Context: an optimization exercise on an open-source flow, tuned for small area, a short achievable clock period and few clock cycles. The choices shown serve that exercise and are no tape-out recipe.
Function was checked by simulation only, so behaviour that the tests miss may differ from the original.

## rational_arithmetic_unit
module rational_arithmetic_unit #(
  parameter int OPERAND_WIDTH = 32
) (
  input  logic               clk,
  input  logic               rst,
  input  logic               in_valid,
  output logic               in_stall,
  input  logic [1:0]         action,
  input  logic signed [31:0] first_num,
  input  logic signed [31:0] first_den,
  input  logic signed [31:0] second_num,
  input  logic signed [31:0] second_den,
  output logic               out_valid,
  input  logic               out_stall,
  output logic signed [63:0] out_num,
  output logic signed [63:0] out_den,
  output logic               is_equal,
  output logic               status
);
  logic        take, full, pq_eq, pq_eqv, sp, sq, pfix;
  logic [63:0] p, q;
  rau_ctrl u_ctrl (.clk, .rst, .in_valid, .in_stall, .action, .first_num,
    .first_den, .second_num, .second_den, .take, .full, .pq_eq, .pq_eqv, .p, .q, .sp, .sq, .pfix);
  rau_datapath u_dp (.clk, .rst, .full, .pq_eq, .pq_eqv, .p, .q, .sp, .sq, .pfix, .take,
    .out_valid, .out_stall, .out_num, .out_den, .is_equal, .status);
endmodule
export LEC_CHECK = 0
export CAP_MARGIN = 20
export CORE_MARGIN = 2
export CORE_UTILIZATION = 40
export CTS_CLUSTER_DIAMETER = 100
export CTS_CLUSTER_SIZE = 30
export SLEW_MARGIN = 20
create_clock -name core_clock -period 11.0 [get_ports {clk}]
standard.sh (not shown) runs the stock make flow with config.mk's settings and CLKGATE_MAP_FILE= SYNTH_SCRIPT=/design/flow/synth_recipe.tcl, a recipe that flattens the netlist after the stock synthesis.
==> flow/flow/run.sh <==
#!/bin/bash
# Standard layout, with the timing repair aimed below the clock period and
# plain buffers on the ports.
set -euo pipefail
bash standard.sh finish SETUP_SLACK_MARGIN=6.5 "BUFFER_PORTS_ARGS=-buffer_cell sky130_fd_sc_hd__buf_1" > flow_orfs.log 2>&1
Testbench counts at the start, summed over its fixed seeds: cycles 16,243.
Edit:
CORE_UTILIZATION = 55   (was 40)
CTS_CLUSTER_DIAMETER = unset   (was 100)
CTS_CLUSTER_SIZE = unset   (was 30)
Hold slack is worse by 0.018 ns.
Routed wire length decreases by about 1.2%.
Non-clock buffer count rose by 2.
Edit:
CORE_UTILIZATION = 40   (was 55)
Outcome:
- The changed run completed without violations
- die area goes up by 37%
- global-route usage goes down by 11 points
- routed wire length goes up by 1.7%
- worst hold slack gets better by 0.014 ns
- core utilization goes down by 17 points


== old ==
Another version of the RTL of rational_arithmetic_unit (not shown whole).
Size: about 650 flip-flops, roughly 270 I/O pins, ~52000 um^2 of cells after synthesis.
==> flow/config.mk <==
export PLATFORM = sky130hd
export DESIGN_NAME = rational_arithmetic_unit
export DESIGN_NICKNAME = rational_arithmetic_unit
export VERILOG_FILES = /design/flow/design.v
export SDC_FILE = /design/flow/constraint.sdc
export NUM_CORES = 4
export LEC_CHECK = 0
export CAP_MARGIN = 20
export CORE_MARGIN = 2
export CORE_UTILIZATION = 40
export SLEW_MARGIN = 20
==> flow/constraint.sdc <==
create_clock -name core_clock -period 11.0 [get_ports {clk}]
set_input_delay 2.2000 -clock core_clock [delete_from_list [all_inputs] [get_ports {clk}]]
set_output_delay 2.2000 -clock core_clock [all_outputs]
set_load 0.01 [all_outputs]
==> flow/flow/run.sh <==
#!/bin/bash
# Standard layout, with the timing repair aimed below the clock period.
set -euo pipefail
bash standard.sh finish SETUP_SLACK_MARGIN=7.0 > flow_orfs.log 2>&1
Having completed the whole flow, old delivered a layout that passed the timing, design-rule and antenna checks.
Testbench counts of old, summed over its fixed seeds: cycles 16,243.
Edits applied to the flow inputs when going from old to new:
==> flow/flow/run.sh <==
#!/bin/bash
# Standard layout, with the timing repair aimed below the clock period.
set -euo pipefail
bash standard.sh finish SETUP_SLACK_MARGIN=6.5 > flow_orfs.log 2>&1
Findings:
Post-route worst setup slack for new: 0.046 ns up relative to old. Re total negative slack for setup checks: no difference whatsoever between new and old. Run comparison: new timing startpoint of the critical path u_ctrl.ka[2]; old timing startpoint of the critical path u_dp.rb[46]. Taking old over new, the final area ratio works out to 1.19. From old to new the numbers moved as follows: core utilization of the finished layout lost 9.1 points; number of diodes dropped 7; layout overhead on the synthesized area dropped 23 points. The final reports for new and old show global-route wire length before repair lower in the former.


Setup of P:
Another version of the RTL of rational_arithmetic_unit (not shown whole).
Size in the first run: roughly 6200 cells after synthesis, ~620 flip-flops, roughly 270 I/O pins, roughly 53000 um2 of cells after synthesis.
clock: 11.0 ns
lec_check: 0
cap_margin: 20
core_margin: 2
core_utilization: 40
slew_margin: 20
==> flow/flow/run.sh <==
#!/bin/bash
# Standard layout, with the timing repair aimed below the clock period and
# plain buffers on the ports.
set -euo pipefail
bash standard.sh finish SETUP_SLACK_MARGIN=6 "BUFFER_PORTS_ARGS=-buffer_cell sky130_fd_sc_hd__buf_1" > flow_orfs.log 2>&1
Testbench counts of P, summed over its fixed seeds: cycles 14,665.
The following lists how Q was set up differently from P:
==> flow/flow/run.sh <==
#!/bin/bash
# Standard layout, with the timing repair aimed below the clock period and
# plain buffers on the ports.
set -euo pipefail
bash standard.sh finish SETUP_SLACK_MARGIN=6.5 "BUFFER_PORTS_ARGS=-buffer_cell sky130_fd_sc_hd__buf_1" > flow_orfs.log 2>&1
Notes after the runs:
Going from P to Q, data required time at the worst endpoint did not really move; final-layout worst hold slack has remained practically unchanged; design area went up; sequential share of layout area moved down.
u_ctrl.ka[2] as the start point of the critical path was reported by Q, and u_ctrl.kq[1] by P.
Global-route usage: Q and P compared, lower one is P
Q -> P: count of input and output buffers delta 0, exact match
Q does better than P on final setup slack of the worst path.

==> static timing again, ports no longer ideal <==
No port has a modelled driver above. Below, the same layouts with a new extraction and two added sets of constraints. Step 1 sets driving cells, clkbuf_16 on the clock port and buf_2 on the other inputs (assumed; they add their load-dependent delay and slew). Step 2, shift: input delay + t, output delay - t, t = (earliest + latest rising clock arrival at the registers) / 2. This alone moves slack from input paths to output paths. a / b / c = no drivers / after step 1 / after step 2; a / b = the first two.
| run | shift t [ns] | slack for setup (ns) | clock arrival spread, ns | worst data-port slew with drivers (ns) | pins driven straight from the clock port |
|---|---|---|---|---|---|
| the first run of note 1 | 0.740 | 6.542 / 6.542 / 5.842 | 0.040 / 0.039 | 0.08 | 1 |
| the second run of note 1 | 0.738 | 6.515 / 6.517 / 5.830 | 0.022 / 0.022 | 0.04 | 1 |
| the third run of note 1 | 0.782 | 6.491 / 6.491 / 5.825 | 0.035 / 0.035 | 0.08 | 1 |
| old | 0.792 | 6.450 / 6.450 / 6.199 | 0.046 / 0.046 | 0.04 | 1 |
| new | 0.766 | 6.496 / 6.496 / 5.796 | 0.036 / 0.035 | 0.05 | 1 |
| P | 0.781 | 6.026 / 6.026 / 5.531 | 0.043 / 0.042 | 0.06 | 1 |
| Q | 0.784 | 6.275 / 6.275 / 5.819 | 0.035 / 0.034 | 0.05 | 1 |
After both steps setup and hold are still met in every run listed.
